Background: an optimization exercise with open tools, aiming at small area, a short achievable clock period and few clock cycles per item. Do not read the settings as production practice. At most, simulation tests tie the RTL to the original design; equivalence was not proved. Only the layout flow was run in runs 1 to 8; the RTL was not checked for function there.

## design/flow/standard.sh

```bash
#!/bin/bash
# synth_recipe.tcl (not shown) runs the flow's synth.tcl, then flattens the netlist and writes it again
# the make line also repeats each setting of config.mk as NAME=value (left out here)
make -C /OpenROAD-flow-scripts/flow DESIGN_CONFIG=/design/flow/config.mk WORK_HOME=/design/flow/orfs CLKGATE_MAP_FILE= SYNTH_SCRIPT=/design/flow/synth_recipe.tcl "${@:-finish}"
```

## design/flow/flow/run.sh

```bash
#!/bin/bash
# Layout flow: the standard flow (standard.sh), with one change to synthesis:
# ABC maps the logic with an area-recovering script (flow/abc_area.script)
# instead of ORFS's delay script. Registers are mapped before ABC, so they are
# the standard synthesis's registers, with the same names and cells.
set -euo pipefail
W=$(pwd)
cat > "$W/area_synth.tcl" <<TCL
proc abc {args} {
  set i [lsearch -exact \$args -script]
  if {\$i >= 0} {
    set args [lreplace \$args \$i [expr {\$i + 1}] -script $W/flow/abc_area.script]
  }
  yosys abc {*}\$args
}
source $W/synth_recipe.tcl
TCL
bash "$W/standard.sh" SYNTH_SCRIPT="$W/area_synth.tcl" finish > "$W/standard_flow.log" 2>&1
```

## design/flow/config.mk

```make
export PLATFORM = sky130hd
export DESIGN_NAME = ece571f23_g5_aes_subbytes_seq
export DESIGN_NICKNAME = ece571f23_g5_aes_subbytes_seq
export VERILOG_FILES = /design/flow/design.v
export SDC_FILE = /design/flow/constraint.sdc
export NUM_CORES = 4
export LEC_CHECK = 0
export CAP_MARGIN = 20
export CORE_MARGIN = 2
export CORE_UTILIZATION = 40
export SETUP_SLACK_MARGIN = 1.0
export SLEW_MARGIN = 20
```

## design/flow/design.v

```verilog
package ece571f23_g5_aes_pkg;
  localparam int AES_STATE_BYTES = 16;
endpackage
module ece571f23_g5_aes_sbox_in (
  input  logic [7:0] a,
  input  logic       inv,
  output logic [7:0] x
);
  wire t0 = a[0] ^ a[6];
  wire t1 = a[1] ^ t0;
  wire t2 = a[4] ^ a[7];
  wire t3 = a[5] ^ a[7];
  wire t4 = a[0] ^ a[3];
  wire t5 = a[2] ^ t1;
  wire t6 = a[4] ^ a[5];
  assign x[0] = inv ? (a[4] ^ a[6] ^ 1'b1) : (a[5] ^ t1);
  assign x[1] = inv ? (a[3] ^ t1 ^ 1'b1) : (t0 ^ t3);
  assign x[2] = inv ? (t2) : (t3 ^ t5);
  assign x[3] = inv ? (a[4] ^ t1 ^ 1'b1) : (t0 ^ t6);
  assign x[4] = inv ? (a[4] ^ t4 ^ 1'b1) : (a[5] ^ t0);
  assign x[5] = inv ? (t1 ^ t6) : (a[3] ^ t5);
  assign x[6] = inv ? (a[6] ^ t2 ^ 1'b1) : (a[1] ^ t2 ^ t4);
  assign x[7] = inv ? (a[2] ^ t3 ^ 1'b1) : (a[0]);
endmodule
module ece571f23_g5_aes_gf_inv (
  input  logic [7:0] x,
  output logic [7:0] y
);
  function automatic logic [1:0] m4(input logic [1:0] a, input logic [1:0] b);
    logic e;
    e  = (a[1] ^ a[0]) & (b[1] ^ b[0]);
    m4 = {(a[1] & b[1]) ^ e, (a[0] & b[0]) ^ e};
  endfunction
  function automatic logic [1:0] k4(input logic [1:0] a);
    k4 = {a[1] ^ a[0], a[1]};
  endfunction
  function automatic logic [3:0] m16(input logic [3:0] a, input logic [3:0] b);
    logic [1:0] e;
    e   = k4(m4(a[3:2] ^ a[1:0], b[3:2] ^ b[1:0]));
    m16 = {m4(a[3:2], b[3:2]) ^ e, m4(a[1:0], b[1:0]) ^ e};
  endfunction
  function automatic logic [3:0] sqnu(input logic [3:0] v);
    sqnu = {v[0] ^ v[2], v[1] ^ v[3], v[1], v[0] ^ v[1]};
  endfunction
  function automatic logic [3:0] inv16(input logic [3:0] a);
    logic [1:0] s, d, di;
    s     = a[3:2] ^ a[1:0];
    d     = m4(a[3:2], a[1:0]) ^ k4({s[0], s[1]});
    di    = {d[0], d[1]};
    inv16 = {m4(a[1:0], di), m4(a[3:2], di)};
  endfunction
  logic [3:0] d, di;
  assign d  = m16(x[7:4], x[3:0]) ^ sqnu(x[7:4] ^ x[3:0]);
  assign di = inv16(d);
  assign y  = {m16(x[3:0], di), m16(x[7:4], di)};
endmodule
module ece571f23_g5_aes_sbox_out (
  input  logic [7:0] y,
  input  logic       inv,
  output logic [7:0] s
);
  wire t0 = y[0] ^ y[6];
  wire t1 = y[1] ^ y[4];
  wire t2 = y[3] ^ t0;
  wire t3 = y[2] ^ t2;
  wire t4 = y[0] ^ t1;
  wire t5 = y[5] ^ y[7];
  assign s[0] = inv ? (y[7]) : (y[3] ^ t1 ^ 1'b1);
  assign s[1] = inv ? (y[0] ^ y[4]) : (t4 ^ 1'b1);
  assign s[2] = inv ? (y[2] ^ t4) : (t2 ^ t5);
  assign s[3] = inv ? (y[7] ^ t1 ^ t2) : (y[1] ^ t3);
  assign s[4] = inv ? (y[3] ^ y[4]) : (y[2] ^ t0);
  assign s[5] = inv ? (t3 ^ t5) : (y[3] ^ y[5] ^ 1'b1);
  assign s[6] = inv ? (y[4] ^ y[5] ^ t3) : (y[2] ^ y[6] ^ 1'b1);
  assign s[7] = inv ? (t1) : (t0);
endmodule
module ece571f23_g5_aes_sbox (
  output logic [7:0] out,
  input  logic [7:0] in,
  input  logic       inv
);
  logic [7:0] x, y;
  ece571f23_g5_aes_sbox_in  u_in  (.a(in), .inv(inv), .x(x));
  ece571f23_g5_aes_gf_inv   u_inv (.x(x), .y(y));
  ece571f23_g5_aes_sbox_out u_out (.y(y), .inv(inv), .s(out));
endmodule
module ece571f23_g5_aes_subbytes_seq (
  input  logic         clk,
  input  logic         rst,
  input  logic         in_valid,
  output logic         in_ready,
  input  logic         in_inverse,
  input  logic [127:0] datain,
  output logic         out_valid,
  input  logic         out_ready,
  output logic [127:0] dataout,
  output logic         busy
);
  logic         valid_q;
  logic         inv_q;
  logic [127:0] x_d, x_q, y;
  logic         adv;
  for (genvar k = 0; k < 16; k++) begin : g_lane
    ece571f23_g5_aes_sbox_in u_in (
      .a   (datain[8*k +: 8]),
      .inv (in_inverse),
      .x   (x_d[8*k +: 8])
    );
    ece571f23_g5_aes_gf_inv u_inv (
      .x (x_q[8*k +: 8]),
      .y (y[8*k +: 8])
    );
    ece571f23_g5_aes_sbox_out u_out (
      .y   (y[8*k +: 8]),
      .inv (inv_q),
      .s   (dataout[8*k +: 8])
    );
  end
  assign adv = !valid_q || out_ready;
  always_ff @(posedge clk) begin
    if (rst) valid_q <= 1'b0;
    else if (adv) valid_q <= in_valid;
  end
  always_ff @(posedge clk) begin
    if (adv && in_valid) begin
      x_q   <= x_d;
      inv_q <= in_inverse;
    end
  end
  assign in_ready  = adv;
  assign out_valid = valid_q;
  assign busy      = valid_q;
endmodule
```

## design/flow/flow/abc_area.script

```
strash
&get -n
&dch -f
&nf -R 1000
&put
topo
stime -c
```

## design/flow/constraint.sdc

```tcl
create_clock -name core_clock -period 17.5 [get_ports {clk}]
set_input_delay 3.5000 -clock core_clock [delete_from_list [all_inputs] [get_ports {clk}]]
set_output_delay 3.5000 -clock core_clock [all_outputs]
set_load 0.01 [all_outputs]
```

==> results of run 1 <==
[path summary, 6_finish.rpt]
kind	slack (ns)	start	cells past startpoint	end
max	7.19	x_q[123]	23	dataout[123]
min	0.55	valid_q	2	valid_q
max reg2reg	15.05	valid_q	3	x_q[64]
min reg2reg	0.55	valid_q	2	valid_q
[worst register-to-register path: stages (launching register included)]
cell,delay [ns]
dfxtp_1,0.32
nand2b_1,0.12
and2_4,0.71
buf_4,0.85
[layout by cell type, fill, tap and decap left out]
master and n:
a21o_1 15, a21oi_1 77, a22o_1 15, and2_0 6, and2_4 1, buf_4 6, buf_6 1, bufinv_16 5
clkbuf_1 1, clkbuf_16 17, clkdlybuf4s50_1 262, clkinv_1 46, clkinv_2 2, clkinv_4 1, clkinvlp_4 2, dfxtp_1 1
diode_2 3, edfxtp_1 129, ha_1 96, inv_6 2, mux2_1 4, mux2i_1 16, nand2_1 327, nand2b_1 68
nor2_1 316, nor2b_1 7, o211ai_1 1, o21ai_0 133, o21bai_1 3, or2_0 5, xnor2_1 1171, xor2_1 478
[flip-flops by register name, summed over array words and instances (netlist names)]
register / flops
x_q: 128
inv_q: 1
valid_q: 1
[logic make-up after synthesis]
family	Yosys count	synth area share (%)
and+or+nand+nor	730	12.22
adders and majority gates	96	4.964
muxes	20	0.8480
AOI/OAI and AO/OA	244	5.476
xor gates and xnor gates	1649	59.68
DFF	130	16.09
buffers and inverters	45	0.7136
[layout make-up]
type / instances / share of cell area [%]
multi-input cells: 2739 / 70.66
flip-flops and latches: 130 / 13.66
repair buffers: 269 / 9.401
well taps: 782 / 3.434
clock buffers: 18 / 1.506
clock inverters: 14 / 0.7333
inverters: 44 / 0.5796
diodes: 3 / 0.02634
[per-stage QoR]
step	hold WS [ns]	utilization [%]	cells	area, um^2
floorplan	0.6064	-	2914	24200
global placement	0.5425	46.32	3964	27850
detailed placement	0.5453	46.32	3964	27850
CTS	0.5540	47.38	3996	28490
global route	0.5975	47.38	3998	28490
finish	0.5539	47.39	3999	28500
[routing by layer]
| layer | GRT usage (%) | wire [um] | vias to the layer above |
|---|---|---|---|
| met5 | 0 | 95 | - |
| li1 | - | - | 9878 |
| met1 | 21.19 | 24530 | 8168 |
| met4 | 4.209 | 679 | 18 |
| met2 | 28.22 | 23820 | 226 |
| met3 | 4.005 | 2437 | 52 |
==> run notes, run 1 <==
flops & latches, synth 130; Tightest Hold Check Type register to register; ys async rst share 0%; initial antenna violation count 13; core box area 60130 um^2; die area 62480 um^2; Critical Path Fanout Max 4; Initial Util 40.24%; CTS tree yes; Max Freq 97.00 MHz; nets 3430; share of layout cells above drive strength 1 1.151%; crit path cell chain xnor2_1 -> nor2_1 -> xnor2_1 -> xnor2_1 -> xnor2_1 -> clkinv_1 -> ha_1 -> xor2_1 -> xnor2_1 -> xor2_1 -> nor2_1 -> xnor2_1 -> xor2_1 -> xnor2_1 -> nand2_1 -> xor2_1 -> xor2_1 -> xnor2_1 -> xnor2_1 -> xnor2_1 -> xnor2_1 -> o21ai_0 -> clkdlybuf4s50_1; CP arrival 6.81 ns; clk_skew 0.01728 ns; gr usage total 16.66%; Slew @ Worst Pin 0.9304 ns; critical path class register to output port; Critical Path End Type output port; worst slack, placed 7.704 ns; Filler Cells Inserted 6006; clock sink count 130; Final period util 58.91%; cell family with most CP delay XOR/XNOR gates; buffer count from post-CTS setup fixing 0; drt via density 4.587; Main synth FF type edfxtp_1; CP Buf/Inv Count 2; CP peak stage delay 0.66 ns; clock slew at reported path FFs 0.06 ns; Synth warnings 2; number of flops mapped to enable cells by yosys 129; vias after detailed routing 18340; max-slew violation count 0; register area share after synthesis 16.09%; register area 3894 um^2; GP Congestion 0.8677; Post-CTS Resized 0; Final TNS setup 0 ns; drt pass-1 iters 5; Unique masters post-synth 21; gr ovfl total 0; CP Launch Type register; Multi-input gate area 20130 um^2; die height 250.0 um; Syn Area/Cell 8.304 um^2; synth cell count leaders 1171 x xnor2_1, 478 x xor2_1, 327 x nand2_1; WP data required 14.00 ns; CTS Buf Count 17; Die W 250.0 um; Final ANT Viol Nets 0; worst setup slack after layout 7.191 ns; Finish-stage setup viols 0; post-synthesis cell count 2914; Hold Fails Final Rpt 0; leading post-synthesis cells by cell area xnor2_1 42%, xor2_1 17%, edfxtp_1 16%; residual DRC count 0; Avg WL per Cell 12.89 um; count leader, synth xnor2_1; run status finished clean; crit path time final 10.31 ns; # port buffers 263; Max transition margin 37.97%; Synth Net Count 3143; pin count of the biggest net entering global routing 107; root buf cell clkbuf_16; Post-Route WL 51560 um; Placement Rows 90; worst skew pair latency 0.48 ns; area grow syn2layout 17.76%; global-route wire length before repair 86330 um; Synth top area share 42.38%; Hold Buf Count CTS 0; crit path max-delay cell type clkdlybuf4s50_1; Syn Std Cell Area 24200 um^2; I/O pin cnt 264; cell repeated most along the worst path xnor2_1; H-tree depth 4; Initial DRC Count 604; Yosys top cell by area xnor2_1; number of max-cap violations 0; vias in the first global route 17920; clock buffer depth 2; hpwl dp 42970 um; RSZ-0062 raised after global routing no
==> run 2, diff against run 1 <==
--- a/design/flow/flow/run.sh
+++ b/design/flow/flow/run.sh
@@ -17,2 +17,2 @@
 TCL
-bash "$W/standard.sh" SYNTH_SCRIPT="$W/area_synth.tcl" finish > "$W/standard_flow.log" 2>&1
+bash "$W/standard.sh" SYNTH_SCRIPT="$W/area_synth.tcl" SETUP_SLACK_MARGIN=8 TNS_END_PERCENT=100 CORE_UTILIZATION=60 finish > "$W/standard_flow.log" 2>&1
==> run notes, run 2 <==
Top reg by flops x_q; Critical Path End Type output port; Final TNS setup 0 ns; Tightest Hold Check Type register to register; area grow syn2layout 53.82%; max-slew violation count 0; nets 3865; Finish-stage setup viols 0; Syn Area/Cell 8.304 um^2; Syn Std Cell Area 24200 um^2; flops & latches, synth 130; ys async rst share 0%; WP data required 14.00 ns; DP Area 27530 um^2; die height 204.8 um; Avg WL per Cell 23.52 um; gr ovfl total 0; Post-Route WL 98260 um; Main synth FF type edfxtp_1; Final period util 59.30%; initial antenna violation count 7; drt pass-1 iters 7; Synth top area share 42.38%; Max Freq 96.36 MHz; root buf cell clkbuf_16; Largest regs x_q x128, inv_q x1, valid_q x1; run status finished clean; synth cell count leaders 1171 x xnor2_1, 478 x xor2_1, 327 x nand2_1; design area 37220 um^2; clk_skew 0.008772 ns; I/O pin cnt 264; number of max-cap violations 0; leading cell types in the layout, fill and taps excluded 780 x xnor2_1, 437 x buf_4, 335 x xnor2_2, 325 x xor2_1, 318 x nand2_1; worst skew pair latency 0.49 ns; share of layout cells above drive strength 1 32.94%; post-synthesis cell count 2914; vias in the first global route 21410; H-tree depth 4; critical path class register to output port; max FFs per register 128; number of flops mapped to enable cells by yosys 129; clock buffer depth 2; CTS Buf Count 17; Die W 204.8 um; count leader, synth xnor2_1; core box area 39730 um^2; Final ANT Viol Nets 0; die area 41950 um^2; CP Launch Type register; Synth Net Count 3143; crit path time final 10.38 ns; clock slew at reported path FFs 0.06 ns; Initial Util 60.90%; Placement Rows 73; leading post-synthesis cells by cell area xnor2_1 42%, xor2_1 17%, edfxtp_1 16%; Critical Path Fanout Max 4; vias after detailed routing 25360; Yosys top cell by area xnor2_1; global-route wire length before repair 100800 um; Hold Fails Final Rpt 0; hpwl dp 43610 um; register area share after synthesis 16.09%; CTS tree yes; commonest non-fill, non-tap cell in the layout xnor2_1; drt via density 6.072; Synth warnings 2; Initial DRC Count 2445; clock sink count 130; residual DRC count 0; RSZ-0062 raised after global routing yes; Slew @ Worst Pin 1.266 ns; pin count of the biggest net entering global routing 115; gr usage total 29.37%; Max transition margin 15.63%; # port buffers 263; CP arrival 6.88 ns; Unique masters post-synth 21; GP Congestion 0.9082
[run 2: cell counts after synthesis]
Identical to the previous run, type by type.
[run 2: per-layer routing]
layer  GRT usage (%)  wire (um)  vias up
li1                -          -    10640
met1           33.85      33110    12080
met2           54.90      48880     1890
met3           4.725       8346      741
met4           9.576       7884        6
met5               0         40        -
[run 2: final cells by class]
class / count / area, um^2
Multi-Input combinational cell: 2739 / 25950
Timing Repair Buffer: 704 / 5988
Sequential cell: 130 / 3894
Fill cell: 1162 / 2511
Tap cell: 525 / 656.9
Clock buffer: 23 / 447.9
Inverter: 44 / 165.2
Clock inverter: 9 / 112.6
Antenna cell: 3 / 7.507
[run 2: worst max-delay path, stage by stage, from the launching register on]
cell             delay, ns
edfxtp_1              0.51
xor2_2                0.29
buf_4                 0.16
xor2_1                0.23
nor2_1                0.15
xnor2_2               0.34
xnor2_2               0.21
clkinv_1              0.22
ha_4                  0.34
xnor2_1               0.09
xnor2_1               0.30
nand2_1               0.23
xnor2_1               0.56
nand2b_1              0.22
xnor2_1               0.54
xnor2_4               0.18
xor2_4                0.23
xnor2_1               0.16
o21ai_1               0.71
clkdlybuf4s50_1       0.69
[run 2: logic make-up after synthesis]
group           after synthesis  synth area share, %
compound gates              244                5.476
xor+xnor                   1649                59.68
fa+ha+maj                    96                4.964
buf+inv                      45               0.7136
flops                       130                16.09
mux                          20               0.8480
simple gates                730                12.22
[run 2: timing repair]
action                                  in CTS  in global routing
hold buffers                                 0                  0
setup buffers                              180                255
endpoints found under the setup margin     123                123
gates resized for setup                    433                567
hold endpoints to repair                     0                  0
pin swaps                                  181                308
[run 2: worst paths after layout]
check,from,to,slack (ns),cells past startpoint
setup / recovery,x_q[78],dataout[72],7.12,19
hold / removal,valid_q,valid_q,0.65,2
setup reg to reg,valid_q,x_q[62],14.86,3
hold reg to reg,valid_q,valid_q,0.65,2
[run 2: per-stage QoR]
step | hold WS [ns] | utilization [%] | setup WS [ns] | cells
after floorplan | 0.6064 | - | 8.761 | 2914
after global placement | 0.5178 | 69.29 | 7.816 | 3707
after detailed placement | 0.5400 | 69.29 | 7.579 | 3707
after CTS | 0.5474 | 81.11 | 7.945 | 3919
after global routing | 0.6498 | 93.67 | 6.965 | 4175
final | 0.6450 | 93.68 | 7.122 | 4177
==> run 3, diff against run 2 <==
==> design/flow/run.sh (new file) <==
#!/bin/bash
# synth_recipe.tcl (not shown) runs the flow's synth.tcl, then flattens the netlist and writes it again
# the make line also repeats each setting of config.mk as NAME=value (left out here)
make -C /OpenROAD-flow-scripts/flow DESIGN_CONFIG=/design/flow/config.mk WORK_HOME=/design/flow/orfs CLKGATE_MAP_FILE= SYNTH_SCRIPT=/design/flow/synth_recipe.tcl finish
removed: design/flow/flow/run.sh
removed: design/flow/flow/abc_area.script
removed: design/flow/standard.sh
==> run notes, run 3 <==
run status finished clean; buffer count from post-CTS setup fixing 0; gr ovfl total 0; I/O pin cnt 264; max FFs per register 128; Synth Net Count 4844; H-tree depth 4; Final period util 68.24%; Placement Rows 109; crit path time final 11.94 ns; max-slew violation count 0; vias in the first global route 29470; root buf cell clkbuf_16; CP arrival 8.44 ns; number of max-cap violations 0; die height 303.8 um; GP Congestion 0.8829; Die W 303.8 um; Post-Route WL 91980 um; core box area 88780 um^2; Synth warnings 2; count leader, synth xnor2_1; register area share after synthesis 10.83%; synth cell count leaders 949 x xnor2_1, 450 x xor2_1, 406 x nor2_1; ys async rst share 0%; number of flops mapped to enable cells by yosys 129; WP data required 14.00 ns; CP Launch Type register; post-synthesis cell count 4615; Min Hold Slack 0.5588 ns; global-route wire length before repair 151400 um; Initial DRC Count 2558; pin count of the biggest net entering global routing 137; critical path class register to output port; nets 4846; drt via density 5.494; vias after detailed routing 31850; Critical Path Fanout Max 18; Filler Cells Inserted 8766; Initial Util 40.49%; Max Freq 83.74 MHz; flops & latches, synth 130; Syn Std Cell Area 35950 um^2; share of layout cells above drive strength 1 4.126%; leading post-synthesis cells by cell area xnor2_1 23%, xor2_1 11%, edfxtp_1 11%; RSZ-0062 raised after global routing no; Max transition margin 27.90%; leading cell types in the layout, fill and taps excluded 948 x xnor2_1, 450 x xor2_1, 406 x nor2_1, 402 x nand2_1, 326 x o21ai_0; Util after Layout 44.47%; residual DRC count 0; Hold Buf Count CTS 0; Final TNS setup 0 ns; Finish-stage setup viols 0; Slew @ Worst Pin 1.074 ns; Main synth FF type edfxtp_1; Unique masters post-synth 113; Final ANT Viol Nets 0; Largest regs x_q x128, inv_q x1, valid_q x1; CTS tree yes; Tightest Hold Check Type register to register; # port buffers 263; clock slew at reported path FFs 0.07 ns; Top reg by flops x_q; initial antenna violation count 1; hpwl dp 70830 um; gr usage total 19.29%; drt pass-1 iters 6; clock sink count 130; Synth top area share 23.12%; area grow syn2layout 9.807%; commonest non-fill, non-tap cell in the layout xnor2_1; Hold Fails Final Rpt 0; clk_skew 0.01346 ns; Avg WL per Cell 15.86 um; worst skew pair latency 0.48 ns; die area 92290 um^2; Syn Area/Cell 7.790 um^2; Yosys top cell by area xnor2_1; Post-CTS Resized 0; Critical Path End Type output port; CTS Buf Count 17; clock buffer depth 2
[run 3: worst max-delay path: stages, from the launching register on]
cell and delay (ns):
edfxtp_1 0.56, xnor2_1 0.79, a222oi_1 0.29, xor3_1 0.96
clkinv_1 0.65, ha_1 0.66, xor2_1 0.25, xnor2_1 0.90
nor2_1 0.34, a21oi_1 0.22, o211ai_1 0.10, a221oi_1 0.42
xnor2_1 0.23, xnor2_1 0.46, xnor2_1 0.24, xnor2_1 0.18
xnor2_1 0.15, clkdlybuf4s50_1 0.56
[run 3: final timing paths]
check / endpoint / cells after the start / slack [ns] / from
hold reg to reg: valid_q / 2 / 0.56 / valid_q
setup / recovery: dataout[91] / 17 / 5.56 / x_q[93]
hold / removal: valid_q / 2 / 0.56 / valid_q
setup reg to reg: x_q[66] / 3 / 15.50 / valid_q
[run 3: kinds of logic (layout without fill, tap and decap cells)]
| family | Yosys count | count (layout) | share of synthesized area (%) |
|---|---|---|---|
| AO/OA/AOI/OAI | 1156 | 1156 | 21.19 |
| XOR/XNOR | 1527 | 1527 | 41.75 |
| adder cells (fa/ha/maj) | 97 | 97 | 3.369 |
| buffers and inverters | 390 | 404 | 4.663 |
| flip-flops | 130 | 130 | 10.83 |
| multiplexers | 93 | 93 | 2.673 |
| other | 0 | 4 | 0 |
| AND/OR/NAND/NOR | 1222 | 1222 | 15.53 |
[run 3: final cells by class]
class	instances	area (um^2)	area share (%)
antenna	4	10.01	0.02535
clock buffer	18	429.2	1.087
clock inverter	13	161.4	0.4088
inverter	88	330.3	0.8367
multi-input combinational	4095	30400	77.00
sequential	130	3894	9.863
tap	1165	1458	3.692
timing repair buffer	285	2799	7.090
[run 3: per-stage QoR]
stage | instance area (um^2) | cells | setup WS (ns)
floorplan | 35950 | 4615 | 8.211
global placement | 38860 | 5763 | 6.398
detailed placement | 38870 | 5763 | 6.261
CTS | 39460 | 5794 | 5.725
global route | 39470 | 5794 | 5.021
finish | 39480 | 5798 | 5.558
[run 3: per-layer routing]
layer  up-vias  global-route usage, %  part of all wire, %
met3        82                  2.173                  3.8
li1      16300                      -                    -
met5         -                      0                    0
met1     14790                  26.57                   48
met2       683                  32.23                   47
met4         0                  4.489                  1.5
==> run 4, diff against run 3 <==
--- a/design/flow/design.v
+++ b/design/flow/design.v
@@ -24,5 +24,5 @@
 endmodule
-module ece571f23_g5_aes_gf_inv (
-  input  logic [7:0] x,
-  output logic [7:0] y
+module ece571f23_g5_aes_gf_inv_pre (
+  input  logic [7:0]  x,
+  output logic [11:0] p
 );
@@ -44,2 +44,21 @@
   endfunction
+  assign p = {x, m16(x[7:4], x[3:0]) ^ sqnu(x[7:4] ^ x[3:0])};
+endmodule
+module ece571f23_g5_aes_gf_inv_post (
+  input  logic [11:0] p,
+  output logic [7:0]  y
+);
+  function automatic logic [1:0] m4(input logic [1:0] a, input logic [1:0] b);
+    logic e;
+    e  = (a[1] ^ a[0]) & (b[1] ^ b[0]);
+    m4 = {(a[1] & b[1]) ^ e, (a[0] & b[0]) ^ e};
+  endfunction
+  function automatic logic [1:0] k4(input logic [1:0] a);
+    k4 = {a[1] ^ a[0], a[1]};
+  endfunction
+  function automatic logic [3:0] m16(input logic [3:0] a, input logic [3:0] b);
+    logic [1:0] e;
+    e   = k4(m4(a[3:2] ^ a[1:0], b[3:2] ^ b[1:0]));
+    m16 = {m4(a[3:2], b[3:2]) ^ e, m4(a[1:0], b[1:0]) ^ e};
+  endfunction
   function automatic logic [3:0] inv16(input logic [3:0] a);
@@ -51,6 +70,13 @@
   endfunction
-  logic [3:0] d, di;
-  assign d  = m16(x[7:4], x[3:0]) ^ sqnu(x[7:4] ^ x[3:0]);
-  assign di = inv16(d);
-  assign y  = {m16(x[3:0], di), m16(x[7:4], di)};
+  logic [3:0] di;
+  assign di = inv16(p[3:0]);
+  assign y  = {m16(p[7:4], di), m16(p[11:8], di)};
+endmodule
+module ece571f23_g5_aes_gf_inv (
+  input  logic [7:0] x,
+  output logic [7:0] y
+);
+  logic [11:0] p;
+  ece571f23_g5_aes_gf_inv_pre  u_pre  (.x(x), .p(p));
+  ece571f23_g5_aes_gf_inv_post u_post (.p(p), .y(y));
 endmodule
@@ -100,3 +126,4 @@
   logic         inv_q;
-  logic [127:0] x_d, x_q, y;
+  logic [127:0] x, y;
+  logic [191:0] p_d, p_q;
   logic         adv;
@@ -106,6 +133,10 @@
       .inv (in_inverse),
-      .x   (x_d[8*k +: 8])
+      .x   (x[8*k +: 8])
     );
-    ece571f23_g5_aes_gf_inv u_inv (
-      .x (x_q[8*k +: 8]),
+    ece571f23_g5_aes_gf_inv_pre u_pre (
+      .x (x[8*k +: 8]),
+      .p (p_d[12*k +: 12])
+    );
+    ece571f23_g5_aes_gf_inv_post u_post (
+      .p (p_q[12*k +: 12]),
       .y (y[8*k +: 8])
@@ -125,3 +156,3 @@
     if (adv && in_valid) begin
-      x_q   <= x_d;
+      p_q   <= p_d;
       inv_q <= in_inverse;
==> design/flow/flow/run.sh (new file) <==
#!/bin/bash
# Layout flow: the standard flow (standard.sh), with one change to synthesis:
# ABC maps the logic with an area-recovering script (flow/abc_area.script)
# instead of ORFS's delay script. Registers are mapped before ABC, so they are
# the standard synthesis's registers, with the same names and cells.
set -euo pipefail
W=$(pwd)
cat > "$W/area_synth.tcl" <<TCL
proc abc {args} {
  set i [lsearch -exact \$args -script]
  if {\$i >= 0} {
    set args [lreplace \$args \$i [expr {\$i + 1}] -script $W/flow/abc_area.script]
  }
  yosys abc {*}\$args
}
source $W/synth_recipe.tcl
TCL
bash "$W/standard.sh" SYNTH_SCRIPT="$W/area_synth.tcl" finish > "$W/standard_flow.log" 2>&1
==> design/flow/flow/abc_area.script (new file) <==
strash
&get -n
&dch -f
&nf -R 1000
&put
topo
stime -c
==> design/flow/standard.sh (new file) <==
#!/bin/bash
# synth_recipe.tcl (not shown) runs the flow's synth.tcl, then flattens the netlist and writes it again
# the make line also repeats each setting of config.mk as NAME=value (left out here)
make -C /OpenROAD-flow-scripts/flow DESIGN_CONFIG=/design/flow/config.mk WORK_HOME=/design/flow/orfs CLKGATE_MAP_FILE= SYNTH_SCRIPT=/design/flow/synth_recipe.tcl "${@:-finish}"
removed: design/flow/run.sh
==> run notes, run 4 <==
register area share after synthesis 21.11%; ys async rst share 0%; die area 71000 um^2; flops & latches, synth 194; Main synth FF type edfxtp_1; Final TNS setup 0 ns; Final period util 50.29%; run status finished clean; die height 266.5 um; cell family with most CP delay XOR/XNOR gates; cell repeated most along the worst path xnor2_1; Avg WL per Cell 12.68 um; Placed Cells 4365; number of max-cap violations 0; ANT cells 0; residual DRC count 0; clock buffer depth 2; leading post-synthesis cells by cell area xnor2_1 35%, xor2_1 21%, edfxtp_1 21%; Max transition margin 31.70%; CTS tree yes; area grow syn2layout 15.97%; Tightest Hold Check Type register to register; CP Launch Type register; clk_skew 0.007879 ns; Synth warnings 3; clock slew at reported path FFs 0.08 ns; Syn Std Cell Area 27550 um^2; CP Buf/Inv Count 1; Hold Fails Final Rpt 0; highest metal used met5; Initial DRC Count 635; max-slew violation count 0; Die W 266.5 um; commonest non-fill, non-tap cell in the layout xnor2_1; I/O pin cnt 264; H-tree depth 4; leading cell types in the layout, fill and taps excluded 1099 x xnor2_1, 668 x xor2_1, 504 x nand2_1, 262 x clkdlybuf4s50_1, 207 x o21ai_0; gr ovfl total 0; Critical Path End Type output port; vias after detailed routing 20260; drt pass-1 iters 5; Hold Buf Count CTS 0; number of flops mapped to enable cells by yosys 193; Max Freq 113.6 MHz; crit path max-delay cell type clkdlybuf4s50_1; CP peak stage delay 0.57 ns; worst skew pair latency 0.48 ns; crit path time final 8.801 ns; Top reg by flops p_q; Synth top area share 34.93%; Post-Route WL 55770 um; final std cells w/o fill 4397; pin count of the biggest net entering global routing 152; Critical Path Fanout Max 7; synth cell count leaders 1099 x xnor2_1, 668 x xor2_1, 504 x nand2_1; Placement Rows 96; root buf cell clkbuf_16; post-synthesis cell count 3215; Finish-stage setup viols 0; CP arrival 5.30 ns; Filler Cells Inserted 6658; share of layout cells above drive strength 1 1.138%; critical path class register to output port; register area 5816 um^2; clock sink count 194; drt via density 4.608; vias in the first global route 19590; max FFs per register 192; Yosys top cell by area xnor2_1; Synth Net Count 3444; buffer count from post-CTS setup fixing 0; gr usage total 15.83%; Unique masters post-synth 25; met2 WL post-DR 26590 um; core box area 68350 um^2; Slew @ Worst Pin 1.024 ns; count leader, synth xnor2_1; initial antenna violation count 8; routed metal-1 wire length 26460 um; # port buffers 263; Multi-input gate area 21430 um^2; wire length on met3 1900 um; Largest regs p_q x192, inv_q x1, valid_q x1; Post-CTS Resized 0; hpwl dp 47020 um; global-route wire length before repair 93340 um; WP data required 14.00 ns; CTS Buf Count 17; Final ANT Viol Nets 0; crit path cell chain ha_1 -> xor2_1 -> xnor2_1 -> xnor2_1 -> nand2_1 -> xnor2_1 -> xnor2_1 -> mux2i_1 -> nand2_1 -> o21ai_0 -> xnor2_1 -> xor2_1 -> xnor2_1 -> xor2_1 -> xnor2_1 -> nand2_1 -> o21ai_0 -> clkdlybuf4s50_1; GP Congestion 0.8256; Syn Area/Cell 8.570 um^2; nets 3731; Initial Util 40.31%; RSZ-0062 raised after global routing no
-- run 4: changes by cell type in the layout (fill, tap and decap cells not counted), moves of 102 or more --
cell     previous run  this run
xnor2_1           948      1099
nand2_1           402       504
a21oi_1           241        90
o21ai_0           326       207
nor2_1            406       184
xor2_1            450       668
-- run 4: metal layers --
| metal | GRT usage, % | vias to the layer above |
|---|---|---|
| met5 | 0 | - |
| met4 | 3.720 | 16 |
| met2 | 27.26 | 216 |
| met3 | 2.989 | 54 |
| met1 | 20.38 | 9080 |
| li1 | - | 10900 |
-- run 4: tightest hold or removal path, cell delays in order, from the launching register on --
cell and delay, ns:
dfxtp_1 0.36, nand2b_1 0.13, a21oi_1 0.07
-- run 4: logic make-up after synthesis --
family | Yosys count | share of synthesized area [%]
and+or+nand+nor | 740 | 10.56
buffers and inverters | 82 | 1.131
xor gates and xnor gates | 1767 | 56.17
AOI/OAI and AO/OA | 312 | 5.767
adders and majority gates | 96 | 4.359
DFF | 194 | 21.11
muxes | 24 | 0.9082
-- run 4: layout make-up --
| class | count | area share (%) |
|---|---|---|
| Clock inverter | 15 | 0.6187 |
| Tap cell | 882 | 3.454 |
| Sequential cell | 194 | 18.20 |
| Multi-Input combinational cell | 2939 | 67.06 |
| Inverter | 81 | 0.9515 |
| Timing Repair Buffer | 269 | 8.384 |
| Clock buffer | 17 | 1.331 |
-- run 4: through the flow --
step	hold WS (ns)	area [um^2]	util [%]	setup WS, ns
after detailed placement	0.6158	31330	45.84	9.196
after global routing	0.6456	31950	46.75	8.131
after CTS	0.6329	31950	46.75	8.628
after floorplan	0.6064	27550	-	6.855
after global placement	0.6192	31330	45.84	9.257
final	0.6032	31950	46.75	8.699
-- run 4: worst paths after layout --
| check | from | to | slack [ns] | cells after the start |
|---|---|---|---|---|
| max | p_q[168] | dataout[118] | 8.70 | 18 |
| min | valid_q | valid_q | 0.60 | 2 |
| max reg2reg | valid_q | p_q[72] | 15.04 | 3 |
| min reg2reg | valid_q | valid_q | 0.60 | 2 |
==> run 5, diff against run 4 <==
--- a/design/flow/design.v
+++ b/design/flow/design.v
@@ -124,5 +124,5 @@
 );
-  logic         valid_q;
-  logic         inv_q;
-  logic [127:0] x, y;
+  logic         v1_q, v2_q;
+  logic         inv1_q, inv2_q;
+  logic [127:0] x_d, x_q, y;
   logic [191:0] p_d, p_q;
@@ -133,6 +133,6 @@
       .inv (in_inverse),
-      .x   (x[8*k +: 8])
+      .x   (x_d[8*k +: 8])
     );
     ece571f23_g5_aes_gf_inv_pre u_pre (
-      .x (x[8*k +: 8]),
+      .x (x_q[8*k +: 8]),
       .p (p_d[12*k +: 12])
@@ -145,3 +145,3 @@
       .y   (y[8*k +: 8]),
-      .inv (inv_q),
+      .inv (inv2_q),
       .s   (dataout[8*k +: 8])
@@ -149,6 +149,11 @@
   end
-  assign adv = !valid_q || out_ready;
+  assign adv = !v2_q || out_ready;
   always_ff @(posedge clk) begin
-    if (rst) valid_q <= 1'b0;
-    else if (adv) valid_q <= in_valid;
+    if (rst) begin
+      v1_q <= 1'b0;
+      v2_q <= 1'b0;
+    end else if (adv) begin
+      v1_q <= in_valid;
+      v2_q <= v1_q;
+    end
   end
@@ -156,4 +161,10 @@
     if (adv && in_valid) begin
-      p_q   <= p_d;
-      inv_q <= in_inverse;
+      x_q    <= x_d;
+      inv1_q <= in_inverse;
+    end
+  end
+  always_ff @(posedge clk) begin
+    if (adv && v1_q) begin
+      p_q    <= p_d;
+      inv2_q <= inv1_q;
     end
@@ -161,4 +172,4 @@
   assign in_ready  = adv;
-  assign out_valid = valid_q;
-  assign busy      = valid_q;
+  assign out_valid = v2_q;
+  assign busy      = v1_q || v2_q;
 endmodule
==> run notes, run 5 <==
run status finished clean; Initial Util 40.23%; WP data required 14.00 ns; Max transition margin 30.70%; max FFs per register 192; Tightest Hold Check Type register to register; Hold Fails Final Rpt 0; Main synth FF type edfxtp_1; count leader, synth xnor2_1; leading post-synthesis cells by cell area xnor2_1 33%, edfxtp_1 31%, xor2_1 17%; global-route wire length before repair 99650 um; clock sink count 324; Final TNS setup 0 ns; gr ovfl total 0; Max Freq 112.7 MHz; die area 79900 um^2; CP arrival 5.37 ns; Post-Route WL 60330 um; register area share after synthesis 31.26%; Util after Layout 47.06%; nets 3782; core box area 77210 um^2; ys async rst share 0%; crit path from p_q[84]; HP Start inv1_q; drt pass-1 iters 7; clk_skew 0.01436 ns; Critical Path End Type output port; critical path class register to output port; Critical Path Fanout Max 7; Top reg by flops p_q; worst skew pair latency 0.55 ns; residual DRC count 0; number of flops mapped to enable cells by yosys 322; drt via density 4.581; root buf cell clkbuf_16; crit path time final 8.869 ns; flops & latches, synth 324; RSZ-0062 raised after global routing no; clock slew at reported path FFs 0.06 ns; Placement Rows 102; Initial DRC Count 713; Largest regs p_q x192, x_q x128; CP Launch Type register; Die W 282.7 um; area grow syn2layout 16.99%; synth cell count leaders 1166 x xnor2_1, 594 x xor2_1, 454 x nand2_1; wire length on met3 2214 um; buffer count from post-CTS setup fixing 0; met2 WL post-DR 28350 um; # port buffers 263; Final period util 50.68%; max-slew violation count 0; die height 282.7 um; post-synthesis cell count 3241; Final ANT Viol Nets 0; GP Congestion 0.7921; Synth Net Count 3470; Post-CTS Resized 0; CTS tree yes; share of layout cells above drive strength 1 1.899%; Synth top area share 32.88%; vias in the first global route 20790; Syn Std Cell Area 31060 um^2; CTS Buf Count 39; Hold Buf Count CTS 0; clock buffer depth 3; vias after detailed routing 21180; commonest non-fill, non-tap cell in the layout xnor2_1; number of max-cap violations 0; Finish-stage setup viols 0; gr usage total 15.04%; I/O pin cnt 264; highest metal used met5; H-tree depth 2; Synth warnings 3; r2r startpoint v2_q; initial antenna violation count 2; Yosys top cell by area xnor2_1; Unique masters post-synth 26; pin count of the biggest net entering global routing 92; Slew @ Worst Pin 1.040 ns; routed metal-1 wire length 28490 um; leading cell types in the layout, fill and taps excluded 1166 x xnor2_1, 594 x xor2_1, 454 x nand2_1, 322 x edfxtp_1, 262 x clkdlybuf4s50_1; Syn Area/Cell 9.584 um^2; Avg WL per Cell 13.05 um; hpwl dp 48310 um
## run 5: cell types whose count changed after synthesis, sizes merged, moves of 7 or more
| cell | before | now |
|---|---|---|
| a21o | 0 | 18 |
| xnor2 | 1099 | 1166 |
| nor2 | 184 | 258 |
| edfxtp | 193 | 322 |
| a22o | 0 | 15 |
| xor2 | 668 | 594 |
| o21ai | 207 | 140 |
| nor2b | 1 | 8 |
| clkinv | 81 | 1 |
| nand2 | 504 | 454 |
## run 5: cells by family (layout without fill, tap and decap cells)
family                   Yosys count  in the layout  share of synthesized area [%]
multiplexers                      24             24                         0.7976
other                              0              2                              0
adder cells (fa/ha/maj)           96             96                          3.867
flip-flops                       324            324                          31.26
buffers and inverters              1            341                        0.01207
AND/OR/NAND/NOR                  760            760                          9.571
AO/OA/AOI/OAI                    276            276                          4.866
XOR/XNOR                        1760           1760                          49.63
## run 5: per-layer routing
layer / GRT usage, % / vias up
li1: - / 11220
met1: 19.60 / 9613
met2: 25.94 / 256
met3: 2.296 / 80
met4: 3.826 / 4
met5: 0 / -
## run 5: final timing paths
path | slack (ns) | endpoint | cells after the start
setup / recovery | 8.63 | dataout[62] | 18
hold reg to reg | 0.43 | inv2_q | 0
hold / removal | 0.43 | inv2_q | 0
setup reg to reg | 14.92 | x_q[92] | 3
## run 5: worst max-delay path, stage by stage, from the launching register on
cell and delay [ns]:
edfxtp_1 0.42, ha_1 0.36, xor2_1 0.17, xnor2_1 0.27
xnor2_1 0.19, nand2_1 0.14, xnor2_1 0.21, xnor2_1 0.50
o22ai_1 0.14, a21oi_1 0.14, nor2_1 0.08, xnor2_1 0.35
xor2_1 0.35, xnor2_1 0.21, xnor2_1 0.38, xnor2_1 0.17
nand2_1 0.07, o21ai_0 0.11, clkdlybuf4s50_1 0.57
## run 5: metrics by stage
step | area (um^2) | setup WS [ns] | hold slack [ns] | cells
2_1_floorplan | 31060 | 6.783 | 0.4003 | 3241
3_3_place_gp | 35060 | 9.234 | 0.4024 | 4552
3_5_place_dp | 35060 | 9.155 | 0.4173 | 4552
4_1_cts | 36330 | 8.552 | 0.4329 | 4621
5_1_grt | 36330 | 8.171 | 0.4402 | 4621
6_report | 36340 | 8.631 | 0.4343 | 4623
## run 5: layout make-up
class	instances	area [um^2]
antenna	2	5.005
clock buffer	52	1067
clock inverter	17	205.2
fill	7318	40870
inverter	1	3.754
multi-input combinational	2916	21350
sequential	324	9709
tap	1040	1301
timing repair buffer	271	2694
==> run 6, diff against run 5 <==
--- a/design/flow/design.v
+++ b/design/flow/design.v
@@ -126,4 +126,3 @@
   logic         inv1_q, inv2_q;
-  logic [127:0] x_d, x_q, y;
-  logic [191:0] p_d, p_q;
+  logic [127:0] x_d, x_q, y_d, y_q;
   logic         adv;
@@ -135,12 +134,8 @@
     );
-    ece571f23_g5_aes_gf_inv_pre u_pre (
+    ece571f23_g5_aes_gf_inv u_inv (
       .x (x_q[8*k +: 8]),
-      .p (p_d[12*k +: 12])
-    );
-    ece571f23_g5_aes_gf_inv_post u_post (
-      .p (p_q[12*k +: 12]),
-      .y (y[8*k +: 8])
+      .y (y_d[8*k +: 8])
     );
     ece571f23_g5_aes_sbox_out u_out (
-      .y   (y[8*k +: 8]),
+      .y   (y_q[8*k +: 8]),
       .inv (inv2_q),
@@ -167,3 +162,3 @@
     if (adv && v1_q) begin
-      p_q    <= p_d;
+      y_q    <= y_d;
       inv2_q <= inv1_q;
==> run notes, run 6 <==
run status finished clean; core box area 68470 um^2; CP arrival 4.72 ns; Tightest Hold Check Type register to register; clock sink count 260; Syn Area/Cell 9.172 um^2; gr ovfl total 0; Critical Path End Type output port; share of layout cells above drive strength 1 1.856%; crit path cell chain clkdlybuf4s50_1 -> nand2b_1 -> clkdlybuf4s50_1; Slew @ Worst Pin 0.8859 ns; cell family with most CP delay buffers and inverters; cell repeated most along the worst path clkdlybuf4s50_1; die height 266.6 um; Final ANT Viol Nets 0; synth cell count leaders 1226 x xnor2_1, 408 x xor2_1, 367 x nor2_1; initial antenna violation count 7; commonest non-fill, non-tap cell in the layout xnor2_1; final std cells w/o fill 4223; crit path max-delay cell type clkdlybuf4s50_1; clk_skew 0.01810 ns; area grow syn2layout 17.84%; Syn Std Cell Area 27580 um^2; Initial DRC Count 714; clock buffer depth 3; Unique masters post-synth 18; CTS tree yes; Main synth FF type edfxtp_1; H-tree depth 2; register area share after synthesis 28.24%; CP peak stage delay 0.57 ns; vias after detailed routing 19360; post-synthesis cell count 3007; Max Freq 121.6 MHz; vias in the first global route 19040; CP Launch Type input port; buffer count from post-CTS setup fixing 0; Filler Cells Inserted 6624; drt pass-1 iters 5; Multi-input gate area 19720 um^2; Synth warnings 3; worst skew pair latency 0.54 ns; residual DRC count 0; CTS Buf Count 35; register area 7787 um^2; critical path class input port to output port; clock slew at reported path FFs 0.05 ns; GP Congestion 0.8360; pin count of the biggest net entering global routing 195; # port buffers 263; ys async rst share 0%; number of max-cap violations 0; Yosys top cell by area xnor2_1; Placement Rows 96; Critical Path Fanout Max 5; crit path time final 8.223 ns; global-route wire length before repair 93210 um; count leader, synth xnor2_1; Post-Route WL 56600 um; Synth top area share 38.93%; worst-case reg-to-reg path depth 16; leading cell types in the layout, fill and taps excluded 1226 x xnor2_1, 408 x xor2_1, 367 x nor2_1, 350 x nand2_1, 262 x clkdlybuf4s50_1; Largest regs x_q x128, y_q x128; I/O pin cnt 264; flops & latches, synth 260; max-slew violation count 0; Hold Fails Final Rpt 0; Die W 266.6 um; Max transition margin 40.94%; Post-CTS Resized 0; number of flops mapped to enable cells by yosys 258; Hold Buf Count CTS 0; Worst path depth 3; nets 3528; WP data required 14.00 ns; Initial Util 40.28%; Finish-stage setup viols 0; root buf cell clkbuf_16; Avg WL per Cell 13.40 um; die area 71070 um^2; Final TNS setup 0 ns; hold depth 0; leading post-synthesis cells by cell area xnor2_1 39%, edfxtp_1 28%, xor2_1 13%; hpwl dp 45330 um; gr usage total 15.92%; Synth Net Count 3220; CP Buf/Inv Count 2; drt via density 4.584; RSZ-0062 raised after global routing no; Final period util 46.99%; Placed Cells 4160
## run 6: routing by layer
metal	wire length, um	global-route usage (%)
met4	906	3.234
met3	2409	3.248
met2	26680	27.55
met1	26530	20.47
met5	80	0
## run 6: cell type report
class	count	area share (%)
multi-input cells	2727	60.68
flip-flops and latches	260	23.96
repair buffers	271	8.327
well taps	882	3.395
clock buffers	45	2.972
clock inverters	17	0.4235
inverters	20	0.2310
diodes	1	0.007699
## run 6: cell families after synthesis
group / synth area share (%)
AO/OA/AOI/OAI: 4.695
AND/OR/NAND/NOR: 10.62
buffers and inverters: 0.2722
multiplexers: 0.6578
adder cells (fa/ha/maj): 3.629
flip-flops: 28.24
XOR/XNOR: 51.89
## run 6: through the flow
stage               area, um^2  hold slack [ns]  setup slack, ns  util (%)
detailed placement       31400           0.4056            9.273     45.86
finish                   32500           0.4164            9.277     47.47
CTS                      32500           0.4184            9.278     47.47
global placement         31400           0.4018            9.274     45.86
floorplan                27580           0.4003            7.974         -
global route             32500           0.4220            9.228     47.47
## run 6: final timing paths
path / slack, ns / endpoint / from
max reg2reg: 13.17 / y_q[102] / x_q[96]
min: 0.42 / inv2_q / inv1_q
min reg2reg: 0.42 / inv2_q / inv1_q
max: 9.28 / in_ready / out_ready
==> run 7, diff against run 6 <==
--- a/design/flow/flow/run.sh
+++ b/design/flow/flow/run.sh
@@ -17,2 +17,2 @@
 TCL
-bash "$W/standard.sh" SYNTH_SCRIPT="$W/area_synth.tcl" finish > "$W/standard_flow.log" 2>&1
+bash "$W/standard.sh" SYNTH_SCRIPT="$W/area_synth.tcl" BUFFER_PORTS_ARGS="-buffer_cell sky130_fd_sc_hd__buf_1" finish > "$W/standard_flow.log" 2>&1
==> run notes, run 7 <==
die height 266.6 um; Placement Rows 96; Final ANT Viol Nets 0; max-slew violation count 0; commonest non-fill, non-tap cell in the layout xnor2_1; Final period util 42.39%; hold depth 0; count leader, synth xnor2_1; nets 3529; clk_skew 0.01796 ns; R2R Path End y_q[96]; HP Start inv1_q; initial antenna violation count 9; pin count of the biggest net entering global routing 99; Initial Util 40.28%; critical path class input port to output port; Critical Path Fanout Max 5; r2r startpoint x_q[99]; worst skew pair latency 0.55 ns; WP data required 14.00 ns; synth cell count leaders 1226 x xnor2_1, 408 x xor2_1, 367 x nor2_1; clock sink count 260; H-tree depth 2; worst hold endpoint inv2_q; Synth warnings 3; Post-CTS Resized 0; Syn Std Cell Area 27580 um^2; core box area 68470 um^2; Final TNS setup 0 ns; R2R Setup Slk 13.19 ns; root buf cell clkbuf_16; number of flops mapped to enable cells by yosys 258; worst-case reg-to-reg path depth 16; vias in the first global route 18900; crit path time final 7.419 ns; post-synthesis mux area share 0.6578%; RSZ-0062 raised after global routing no; drt via density 4.621; global-route wire length before repair 91610 um; ys async rst share 0%; leading cell types in the layout, fill and taps excluded 1226 x xnor2_1, 408 x xor2_1, 367 x nor2_1, 350 x nand2_1, 262 x buf_1; Hold Fails Final Rpt 0; share of layout cells above drive strength 1 1.765%; Tightest Hold Check Type register to register; Post-Synth Simple-Gate Area 10.62%; CP arrival 3.92 ns; GP Congestion 0.8666; area grow syn2layout 11.65%; Compound-Gate Fraction of Synth Area 4.695%; leading post-synthesis cells by cell area xnor2_1 39%, edfxtp_1 28%, xor2_1 13%; clock buffer depth 3; Main synth FF type edfxtp_1; CTS tree yes; drt pass-1 iters 5; flops & latches, synth 260; Max Freq 134.8 MHz; main combinational cell family by area after synthesis XOR/XNOR gates; die area 71070 um^2; CTS Buf Count 36; Max transition margin 29.34%; gr usage total 15.65%; crit path from out_ready; CP Launch Type input port; Yosys top cell by area xnor2_1; clock slew at reported path FFs 0.05 ns; Unique masters post-synth 18; gr ovfl total 0; Critical Path End Type output port; Largest regs x_q x128, y_q x128; Synth Area in XOR/XNOR 51.89%; number of max-cap violations 0; buffer count from post-CTS setup fixing 0; I/O pin cnt 264; vias after detailed routing 19530; # port buffers 263; residual DRC count 0; Slew @ Worst Pin 1.060 ns; Post-Synth Adder-Cell Area 3.629%; Post-Route WL 56150 um; run status finished clean; Initial DRC Count 792; Finish-stage setup viols 0; Die W 266.6 um; Hold Buf Count CTS 0; hpwl dp 45700 um; Avg WL per Cell 13.29 um; Synth top area share 38.93%; Synth Net Count 3220; register area share after synthesis 28.24%; Syn Area/Cell 9.172 um^2; post-synthesis cell count 3007
run 7: cell count changes in the layout (fill, tap and decap cells not counted), sizes merged:
cell	before	now
clkdlybuf4s50	262	0
buf	9	270
clkinv	32	36
bufinv	2	0
clkinvlp	2	0
inv	1	3
clkbuf	45	46
diode	1	2
run 7: through the flow:
stage	setup WS, ns	area (um^2)	instances	hold slack, ns	utilization (%)
after global placement	10.08	29740	4160	0.4021	43.44
after CTS	10.08	30790	4224	0.4221	44.97
after floorplan	7.974	27580	3007	0.4003	-
final	10.08	30790	4226	0.4217	44.97
after global routing	10.00	30790	4226	0.4219	44.97
after detailed placement	10.08	29740	4160	0.4098	43.44
run 7: metal layers:
layer	vias up	share of wire, %	routed length [um]	global-route usage (%)
li1	10350	-	-	-
met1	8812	47	26600	20.73
met2	288	46	25730	26.32
met3	67	4.7	2664	2.998
met4	14	1.9	1071	3.523
met5	-	0.16	91	0
run 7: area by class of cell:
type | count | area [um^2]
clock inverter | 19 | 91.34
fill | 6780 | 37670
inverter | 20 | 75.07
clock buffer | 45 | 955.9
timing repair buffer | 271 | 1051
tap | 882 | 1104
sequential | 260 | 7787
antenna | 2 | 5.005
multi-input combinational | 2727 | 19720
run 7: worst max path at each step:
stage | endpoint | slack, ns
floorplan | dataout[105] | 7.97
global placement | in_ready | 10.08
detailed placement | in_ready | 10.08
CTS | in_ready | 10.08
global route | in_ready | 10.00
finish | in_ready | 10.08
run 7: worst max-delay path, stage by stage:
cell	delay (ns)
buf_1	0.06
nand2b_1	0.20
buf_1	0.16
run 7: cells by family (layout without fill, tap and decap cells):
group / after synthesis / after routing
AO/OA/AOI/OAI: 240 / 240
XOR/XNOR: 1634 / 1634
adder cells (fa/ha/maj): 80 / 80
AND/OR/NAND/NOR: 755 / 755
multiplexers: 18 / 18
flip-flops: 260 / 260
buffers and inverters: 20 / 355
other: 0 / 2
==> run 8, diff against run 7 <==
--- a/design/flow/design.v
+++ b/design/flow/design.v
@@ -124,6 +124,7 @@
 );
-  logic         v1_q, v2_q;
-  logic         inv1_q, inv2_q;
-  logic [127:0] x_d, x_q, y_d, y_q;
-  logic         adv;
+  logic         sk_v_q, v1_q, v2_q;
+  logic         sk_inv_q, inv1_q, inv2_q;
+  logic [127:0] x_d, sk_x_q, x_q, y_d, y_q;
+  logic         acc, ld2, ld1, src_v, src_inv;
+  logic [127:0] src_x;
   for (genvar k = 0; k < 16; k++) begin : g_lane
@@ -144,10 +145,21 @@
   end
-  assign adv = !v2_q || out_ready;
+  assign acc = in_valid && !sk_v_q;    
+  assign ld2 = !v2_q || out_ready;     
+  assign ld1 = !v1_q || ld2;           
+  assign src_v   = sk_v_q || acc;
+  assign src_x   = sk_v_q ? sk_x_q   : x_d;
+  assign src_inv = sk_v_q ? sk_inv_q : in_inverse;
   always_ff @(posedge clk) begin
     if (rst) begin
-      v1_q <= 1'b0;
-      v2_q <= 1'b0;
-    end else if (adv) begin
-      v1_q <= in_valid;
-      v2_q <= v1_q;
+      sk_v_q <= 1'b0;
+      v1_q   <= 1'b0;
+      v2_q   <= 1'b0;
+    end else begin
+      if (ld2) v2_q <= v1_q;
+      if (ld1) v1_q <= src_v;
+      if (sk_v_q) begin
+        if (ld1) sk_v_q <= 1'b0;
+      end else if (acc && !ld1) begin
+        sk_v_q <= 1'b1;
+      end
     end
@@ -155,5 +167,5 @@
   always_ff @(posedge clk) begin
-    if (adv && in_valid) begin
-      x_q    <= x_d;
-      inv1_q <= in_inverse;
+    if (!sk_v_q) begin
+      sk_x_q   <= x_d;
+      sk_inv_q <= in_inverse;
     end
@@ -161,3 +173,9 @@
   always_ff @(posedge clk) begin
-    if (adv && v1_q) begin
+    if (ld1 && src_v) begin
+      x_q    <= src_x;
+      inv1_q <= src_inv;
+    end
+  end
+  always_ff @(posedge clk) begin
+    if (ld2 && v1_q) begin
       y_q    <= y_d;
@@ -166,5 +184,5 @@
   end
-  assign in_ready  = adv;
+  assign in_ready  = !sk_v_q;
   assign out_valid = v2_q;
-  assign busy      = v1_q || v2_q;
+  assign busy      = sk_v_q || v1_q || v2_q;
 endmodule
==> run notes, run 8 <==
Final ANT Viol Nets 0; Post-CTS Resized 0; number of max-cap violations 0; CP Launch Type register; r2r startpoint x_q[101]; Slew @ Worst Pin 0.9539 ns; synth cell count leaders 1173 x xnor2_1, 473 x nand2_1, 467 x xor2_1; ys async rst share 0%; Tightest Hold Check Type register to register; Largest regs sk_x_q x128, x_q x128, y_q x128; R2R Setup Slk 13.15 ns; crit path max-delay cell type o21ai_0; Synth top area share 32.94%; CP arrival 2.74 ns; gr usage total 16.70%; Min Hold Slack 0.4352 ns; CTS tree yes; Main synth FF type edfxtp_1; count leader, synth xnor2_1; # port buffers 263; Synth Net Count 3560; Initial Util 40.33%; commonest non-fill, non-tap cell in the layout xnor2_1; crit path cell chain xor2_1 -> xnor2_1 -> xor2_1 -> xor2_1 -> o21ai_0 -> buf_1; drt pass-1 iters 5; Max transition margin 36.41%; GP Congestion 0.8461; pin count of the biggest net entering global routing 195; root buf cell clkbuf_16; max-slew violation count 0; drt via density 4.631; clock slew at reported path FFs 0.06 ns; Hold Buf Count CTS 0; share of layout cells above drive strength 1 2.748%; number of flops mapped to enable cells by yosys 258; register area share after synthesis 33.31%; leading post-synthesis cells by cell area xnor2_1 33%, edfxtp_1 25%, xor2_1 13%; Final period util 35.67%; global-route wire length before repair 110500 um; Avg WL per Cell 14.26 um; Critical Path Fanout Max 3; CTS Buf Count 48; cell repeated most along the worst path xor2_1; Finish-stage setup viols 0; Placement Rows 102; critical path class register to output port; Die W 283.2 um; Syn Std Cell Area 31190 um^2; worst skew pair latency 0.59 ns; worst-case reg-to-reg path depth 16; Hold Fails Final Rpt 0; clk_skew 0.03116 ns; vias after detailed routing 22020; Critical Path End Type output port; Final TNS setup 0 ns; H-tree depth 2; leading cell types in the layout, fill and taps excluded 1173 x xnor2_1, 472 x nand2_1, 467 x xor2_1, 297 x nor2_1, 262 x buf_1; post-synthesis cell count 3347; core box area 77340 um^2; Unique masters post-synth 18; crit path capture dataout[43]; Max Freq 160.2 MHz; I/O pin cnt 264; run status finished clean; RSZ-0062 raised after global routing no; flops & latches, synth 390; residual DRC count 0; crit path from y_q[40]; clock buffer depth 3; Initial DRC Count 883; gr ovfl total 0; Syn Area/Cell 9.319 um^2; die height 283.2 um; R2R Path End y_q[96]; Yosys top cell by area xnor2_1; hpwl dp 51940 um; area grow syn2layout 13.18%; initial antenna violation count 2; die area 80230 um^2; WP data required 14.00 ns; nets 3885; buffer count from post-CTS setup fixing 0; Filler Cells Inserted 7616; crit path time final 6.242 ns; Post-Route WL 67800 um; clock sink count 390; vias in the first global route 21850; Synth warnings 3; CP peak stage delay 0.48 ns
run 8: cell count changes in the layout (fill, tap and decap cells not counted), sizes merged, moves of 16 or more:
cell | previous run | this run
a22oi | 0 | 16
nor2 | 367 | 298
o21ai | 100 | 177
nand2b | 19 | 36
a21oi | 110 | 169
xnor2 | 1226 | 1173
xor2 | 408 | 467
nand2 | 350 | 473
dfxtp | 2 | 132
run 8: layout make-up:
class	count	area [um^2]	share of cell area, %
sequential	390	10390	29.44
timing repair buffer	275	1094	3.098
multi-input combinational	2943	20780	58.86
inverter	14	53.80	0.1524
tap	1040	1301	3.686
antenna	2	5.005	0.01418
clock inverter	33	367.9	1.042
clock buffer	57	1309	3.707
run 8: stage by stage:
stage	cells	setup WS, ns	util (%)	area [um^2]
finish	4754	11.26	45.64	35300
global route	4753	11.12	45.64	35300
CTS	4752	11.22	45.64	35300
detailed placement	4662	11.51	43.47	33620
global placement	4662	11.54	43.47	33620
floorplan	3347	6.432	-	31190
run 8: cells by family after synthesis:
family | after synthesis | share of synthesized area [%]
flip-flops | 390 | 33.31
AO/OA/AOI/OAI | 372 | 6.218
buffers and inverters | 14 | 0.1685
AND/OR/NAND/NOR | 835 | 10.53
multiplexers | 16 | 0.5134
XOR/XNOR | 1640 | 46.05
adder cells (fa/ha/maj) | 80 | 3.209
run 8: critical path: cells and delay by family, from the launching register on:
family                    cells  cell delay, ns
xor gates and xnor gates      4            1.01
DFF                           1            0.44
AOI/OAI and AO/OA             1            0.48
buffers and inverters         1            0.23
run 8: worst min path at each step:
stage / startpoint / endpoint / slack (ns) / cells past startpoint
after global placement: inv1_q / inv2_q / 0.40 / 0
after detailed placement: inv1_q / inv2_q / 0.41 / 0
final: inv1_q / inv2_q / 0.44 / 0
after floorplan: inv1_q / inv2_q / 0.40 / 0
after CTS: inv1_q / inv2_q / 0.43 / 0
after global routing: inv1_q / inv2_q / 0.44 / 0
run 8: layer usage:
| metal | vias to the layer above | track usage [%] | routed length [um] |
|---|---|---|---|
| met1 | 10040 | 21.37 | 31380 |
| li1 | 11600 | - | - |
| met2 | 295 | 29.27 | 32340 |
| met4 | 0 | 4.167 | 1417 |
| met3 | 84 | 2.625 | 2659 |
| met5 | - | 0 | 0 |
==> run 9, diff against run 8 <==
--- a/design/flow/design.v
+++ b/design/flow/design.v
@@ -125,4 +125,4 @@
   logic         sk_v_q, v1_q, v2_q;
-  logic         sk_inv_q, inv1_q, inv2_q;
-  logic [127:0] x_d, sk_x_q, x_q, y_d, y_q;
+  logic         sk_inv_q, inv1_q;
+  logic [127:0] x_d, sk_x_q, x_q, y, res_d, res_q;
   logic         acc, ld2, ld1, src_v, src_inv;
@@ -137,8 +137,8 @@
       .x (x_q[8*k +: 8]),
-      .y (y_d[8*k +: 8])
+      .y (y[8*k +: 8])
     );
     ece571f23_g5_aes_sbox_out u_out (
-      .y   (y_q[8*k +: 8]),
-      .inv (inv2_q),
-      .s   (dataout[8*k +: 8])
+      .y   (y[8*k +: 8]),
+      .inv (inv1_q),
+      .s   (res_d[8*k +: 8])
     );
@@ -180,4 +180,3 @@
     if (ld2 && v1_q) begin
-      y_q    <= y_d;
-      inv2_q <= inv1_q;
+      res_q <= res_d;
     end
@@ -186,2 +185,3 @@
   assign out_valid = v2_q;
+  assign dataout   = res_q;
   assign busy      = sk_v_q || v1_q || v2_q;
==> run notes, run 9 <==
Initial DRC Count 793; number of flops mapped to enable cells by yosys 257; Avg WL per Cell 14.25 um; CTS Buf Count 49; RSZ-0062 raised after global routing no; commonest non-fill, non-tap cell in the layout xnor2_1; register area share after synthesis 33.17%; cell repeated most along the worst path xnor2_1; worst skew pair latency 0.59 ns; Placement Rows 102; ys async rst share 0%; vias after detailed routing 22050; Unique masters post-synth 29; Slew @ Worst Pin 1.035 ns; CP arrival 6.04 ns; H-tree depth 2; clock sink count 389; # port buffers 263; count leader, synth xnor2_1; global-route wire length before repair 109800 um; Critical Path Fanout Max 4; Hold Buf Count CTS 0; CTS tree yes; Tightest Hold Check Type register to register; Synth warnings 3; share of layout cells above drive strength 1 2.773%; Initial Util 40.38%; leading post-synthesis cells by cell area xnor2_1 29%, edfxtp_1 25%, xor2_1 17%; routed metal-1 wire length 31060 um; max-slew violation count 0; Yosys top cell by area xnor2_1; Post-Route WL 67810 um; Synth Net Count 3560; Syn Area/Cell 9.331 um^2; initial antenna violation count 9; Synth top area share 28.83%; clk_skew 0.02084 ns; Syn Std Cell Area 31230 um^2; Die W 283.4 um; vias in the first global route 21990; run status finished clean; Post-CTS Resized 0; residual DRC count 0; drt via density 4.633; critical path class register to register; leading cell types in the layout, fill and taps excluded 1028 x xnor2_1, 612 x xor2_1, 484 x nand2_1, 263 x nor2_1, 262 x buf_1; Max transition margin 31.01%; buffer count from post-CTS setup fixing 0; root buf cell clkbuf_16; GP Congestion 0.8792; WP data required 17.82 ns; Finish-stage setup viols 0; post-synthesis cell count 3347; CP peak stage delay 0.50 ns; nets 3887; die height 283.4 um; clock slew at reported path FFs 0.06 ns; gr usage total 16.58%; synth cell count leaders 1028 x xnor2_1, 612 x xor2_1, 485 x nand2_1; Final period util 32.71%; Final TNS setup 0 ns; crit path time final 5.725 ns; number of max-cap violations 0; I/O pin cnt 264; CP Launch Type register
[run 9: cell types whose count changed in the layout (fill, tap and decap cells not counted), sizes merged, moves of 6 or more]
cell | before | now
o21ai | 177 | 187
mux2i | 16 | 10
a21oi | 169 | 153
clkbuf | 58 | 68
xor2 | 467 | 612
nor2 | 298 | 264
nand2b | 36 | 28
xnor2 | 1173 | 1028
or2 | 0 | 7
nand2 | 473 | 485
nor3 | 8 | 2
nor2b | 6 | 15
[run 9: worst paths after layout]
| path | start | end | slack, ns | depth (start not counted) |
|---|---|---|---|---|
| min reg2reg | sk_x_q[69] | sk_x_q[69] | 0.44 | 2 |
| min | sk_x_q[69] | sk_x_q[69] | 0.44 | 2 |
| max reg2reg | x_q[55] | res_q[53] | 11.78 | 22 |
| max | x_q[55] | res_q[53] | 11.78 | 22 |
[run 9: metrics by stage]
stage | setup slack [ns] | cells | utilization (%) | instance area [um^2]
floorplan | 6.573 | 3347 | - | 31230
global placement | 11.54 | 4663 | 43.51 | 33650
detailed placement | 11.55 | 4663 | 43.51 | 33650
CTS | 11.59 | 4754 | 45.73 | 35370
global route | 11.29 | 4757 | 45.74 | 35380
finish | 11.78 | 4758 | 45.74 | 35380
[run 9: cells by family after synthesis]
kind of cell    share of synthesized area [%]
compound gates                          6.470
xor+xnor                                45.99
fa+ha+maj                               3.205
buf+inv                                0.3365
flops                                   33.17
mux                                    0.4647
simple gates                            10.36
[run 9: critical path: cells and delay by family, from the launching register on]
family / cells / cell delay, ns
xor+xnor: 16 / 4.09
simple gates: 3 / 0.31
flops: 1 / 0.50
buf+inv: 1 / 0.13
fa+ha+maj: 1 / 0.33
mux: 1 / 0.09
[run 9: final cells by class]
cell class	instances	area, um^2
Antenna cell	4	10.01
Timing Repair Buffer	276	1089
Clock buffer	67	1448
Inverter	28	105.1
Sequential cell	389	10360
Fill cell	7589	41960
Clock inverter	24	266.5
Multi-Input combinational cell	2930	20790
Tap cell	1040	1301
[run 9: layer usage]
metal / up-vias / global-route usage, %
met3: 97 / 2.797
met1: 10080 / 20.67
met2: 250 / 29.50
li1: 11610 / -
met4: 10 / 4.339
met5: - / 0
Testbench counts of run 9, summed over its fixed seeds: cycles 1,040, items 1,024.

-- afterwards: timing with drivers on the ports --
The flow's constraints put no driver on any port. The routed layouts listed below were extracted and timed again, unchanged, in two steps. Step 1 sets driving cells, clkbuf_16 on the clock port and buf_2 on the other inputs (assumed; they add their load-dependent delay and slew). Step 2 also shifts input and output timing later by t, the mid clock arrival at the registers, as if the neighbouring blocks saw the same clock. a / b / c = ideal ports / drivers / drivers and shift; a / b = the first two.
run | shift t [ns] | setup WS [ns] | clock arrival spread, ns | worst data-port slew with drivers (ns)
run 1 | 0.530 | 7.191 / 7.135 / 7.664 | 0.021 / 0.021 | 0.14
run 2 | 0.547 | 7.122 / 7.062 / 7.609 | 0.015 / 0.014 | 0.11
run 3 | 0.538 | 5.558 / 5.498 / 6.036 | 0.017 / 0.017 | 0.14
run 4 | 0.537 | 8.699 / 8.639 / 9.176 | 0.012 / 0.012 | 0.11
run 5 | 0.603 | 8.631 / 8.574 / 9.177 | 0.024 / 0.024 | 0.10
run 6 | 0.593 | 9.277 / 9.251 / 9.251 | 0.020 / 0.019 | 0.09
run 7 | 0.595 | 10.081 / 10.059 / 10.059 | 0.020 / 0.020 | 0.10
run 8 | 0.635 | 11.258 / 11.199 / 11.597 | 0.035 / 0.034 | 0.08
run 9 | 0.649 | 11.775 / 11.711 / 11.594 | 0.024 / 0.023 | 0.14
After both steps setup and hold are still met in every run listed. For run 9, which loses most, drivers alone change the setup slack by -0.064 ns; drivers and shift together by -0.181 ns.
